From an optimization exercise on the open Yosys and OpenROAD flow, aimed at small area, a short achievable clock period and few clock cycles; shortcuts taken in it are not production practice. Where RTL was checked, it was by simulation tests only, not by an equivalence proof against the original. No activity file was given, so power comes from the tool's default toggle rates.

==> flow/design.v (excerpt) <==
module axiApbBridgeTop (
  input  logic         pclk,
  input  logic         preset_n,
  input  logic [31:0]  ar_addr,
  input  logic [7:0]   ar_id,
  input  logic [7:0]   ar_len,
  input  logic [1:0]   ar_burst,
  input  logic [2:0]   ar_prot,
  input  logic         ar_valid,
  output logic         ar_ready,
  input  logic [31:0]  aw_addr,
  input  logic [7:0]   aw_id,
  input  logic [7:0]   aw_len,
  input  logic [1:0]   aw_burst,
  input  logic [2:0]   aw_prot,
  input  logic         aw_valid,
  output logic         aw_ready,
  input  logic [31:0]  w_data,
  input  logic [3:0]   w_strb,
  input  logic         w_valid,
  output logic         w_ready,
  output logic [31:0]  r_data,
  output logic [1:0]   r_resp,
  output logic [7:0]   r_id,
  output logic         r_last,
  output logic         r_valid,
  input  logic         r_ready,
  output logic [1:0]   b_resp,
  output logic [7:0]   b_id,
  output logic         b_valid,
  input  logic         b_ready,
  output logic [31:0]  paddr,
  output logic [31:0]  pwdata,
  output logic [3:0]   pstrb,
  output logic [2:0]   pprot,
  output logic         pwrite,
  output logic [3:0]   psel,
  output logic         penable,
  input  logic [3:0]   pready,
  input  logic [127:0] prdata,
  input  logic [3:0]   pslverr
);
Size: about 560 cells after synthesis, about 69 flip-flops, ~420 I/O pins, about 0.0047 mm² of cells after synthesis.
clock: 5.0 ns
lec_check: 0
cap_margin: 20
core_area: 2.5 2.5 142.5 142.5
die_area: 0 0 145 145
place_density: 0.6
setup_slack_margin: 2.4
slew_margin: 20
synth_hierarchical: 1
synth_minimum_keep_size: 0
standard.sh (not shown) runs the stock make flow with config.mk's settings and CLKGATE_MAP_FILE= SYNTH_SCRIPT=/design/flow/synth_recipe.tcl, a recipe that flattens the netlist after the stock synthesis.
==> flow/flow/run.sh <==
#!/bin/bash
# Standard layout; port buffers of the smallest plain buffer; smaller clock tree;
# one tie cell for the constant outputs.
export BUFFER_PORTS_ARGS="-buffer_cell sky130_fd_sc_hd__buf_1"
export CTS_ARGS="-sink_clustering_enable -repair_clock_nets -dont_use_dummy_load -buf_list sky130_fd_sc_hd__clkbuf_8 -sink_clustering_size 40 -sink_clustering_max_diameter 150"
export SKIP_REPAIR_TIE_FANOUT=1
bash standard.sh > standard.log 2>&1
Testbench counts at the start, summed over its fixed seeds: cycles 10,238.
Rerun with:
--- a/flow/design.v
+++ b/flow/design.v
@@ -512,20 +512,23 @@
   logic        fin;
   logic        setup;
   logic [1:0]  beatResp;
   logic        rdAvail;
   logic        wrAvail;
   logic        free;
   logic        start;
   logic        pickW;
   logic [31:0] rdSel;
   logic [3:0]  sWA;
+  logic        step;
+  logic [11:2] incMask;
+  logic [7:0]  decMask;
   logic        dW;
   logic        rdSel1;
   logic [4:0]  awBits;
   logic [4:0]  arBits;
   logic [4:0]  xAw;
   logic [4:0]  xAr;
   logic [4:0]  cmdBits;
   logic [1:0]  cmdLow;
   logic [3:0]  sAn;
   logic [3:0]  sW;
@@ -589,47 +592,57 @@
       if (fin & wr & last) begin
         bv <= 1'b1;
       end else if (b_ready) begin
         bv <= 1'b0;
       end
       fA  <= accN | (actN & ~decN & ~wrN & ~rvN);
       fW  <= actN & ~accN & ~decN & wrN;
       fR  <= actN & ~accN & ~decN & ~wrN & rvN;
     end
   end
+  assign step = fin & ~fixed;
+  always_comb begin
+    incMask[2] = 1'b1;
+    for (int i = 3; i <= 11; i++) begin
+      incMask[i] = incMask[i-1] & curAddr[i-1];
+    end
+    decMask[0] = 1'b1;
+    for (int i = 1; i <= 7; i++) begin
+      decMask[i] = decMask[i-1] & ~left[i-1];
+    end
+  end
   always_ff @(posedge pclk) begin
     if (start) begin
       curAddr <= pickW ? aw_addr[11:2] : ar_addr[11:2];
+      left    <= pickW ? aw_len : ar_len;
+    end else begin
+      curAddr <= curAddr ^ (incMask & {10{step}});
+      left    <= left ^ (decMask & {8{fin}});
+    end
+    if (start) begin
       for (int k = 0; k < 4; k++) begin
         oh[k] <= pickW ? (aw_addr[13:12] == 2'(k)) : (ar_addr[13:12] == 2'(k));
       end
       upZero  <= pickW ? (aw_addr[31:14] == '0) : (ar_addr[31:14] == '0);
-      left    <= pickW ? aw_len : ar_len;
       last    <= pickW ? (aw_len == '0) : (ar_len == '0);
     end else if (fin) begin
-      left <= left - 8'd1;
       last <= (left == 8'd1);
       if (!fixed) begin
-        curAddr <= curAddr + 10'd1;
         if (&curAddr) begin
           oh <= {oh[2:0], oh[3]};
           if (oh[3]) begin
             upZero <= upOnes;
           end
         end
       end
     end
-    if (start & pickW) begin
-      wrErr <= 2'd0;
-    end else if (fin & wr) begin
-      wrErr <= wrErr | beatResp;
-    end
+    wrErr <= {2{~(start & pickW)}} & (wrErr | (beatResp & {2{fin & wr}}));
     rd <= rdSel | (rd & {32{rv}});
     if (!rv) begin
       rr <= beatResp;
       rl <= last;
     end
   end
   assign sAn = ~(oh & {4{fA}});
   assign sW  = oh & {4{fW}};
   assign sR  = oh & {4{fR}};
   for (genvar k = 0; k < 4; k++) begin : g_psel
After rerunning: The new run completed with no timing, DRC or antenna violations; power went down by 4.2%; sequential cell count is unchanged; setup slack gets worse by 0.12 ns; hold slack gets better by 0.0069 ns; combinational power decreases by about 3%; non-clock buffer count is lower by 1; cell count went down by 1.4%; global-route usage is higher by 0.44 points; critical path depth is higher by 1.
No functional check of the RTL was part of the second run of this note.

==> what the ideal ports hide <==
In the flow no input, the clock included, has a driving cell. The finished layouts below were timed again as built, in two steps.
Step 1 (the two cells are an assumption about what drives the block):
set clk [get_ports {pclk}]
set_driving_cell -lib_cell sky130_fd_sc_hd__clkbuf_16 $clk
set_driving_cell -lib_cell sky130_fd_sc_hd__buf_2 [delete_from_list [all_inputs] $clk]
Step 2 adds t to the input delays and takes it off the output delays; t is the mean of the earliest and latest rising clock arrival at the registers after step 1. Input paths then give back, and output paths get back, about the clock's delay inside the block.
Three values: no drivers, after step 1, after step 2; two values: the first two.
run	t, ns	setup slack, ns	worst hold slack (ns)	worst register clock-pin slew, ns	worst slew at a driven data input, ns
the first run	0.375	2.514 / 2.482 / 2.195	0.483 / 0.483 / 0.483	0.08 / 0.08	0.11
the second run	0.385	2.398 / 2.361 / 2.104	0.490 / 0.490 / 0.490	0.08 / 0.08	0.11
After both steps setup and hold are still met in every run listed. For the first run, which loses most, drivers alone change the setup slack by -0.032 ns; drivers and shift together by -0.319 ns.
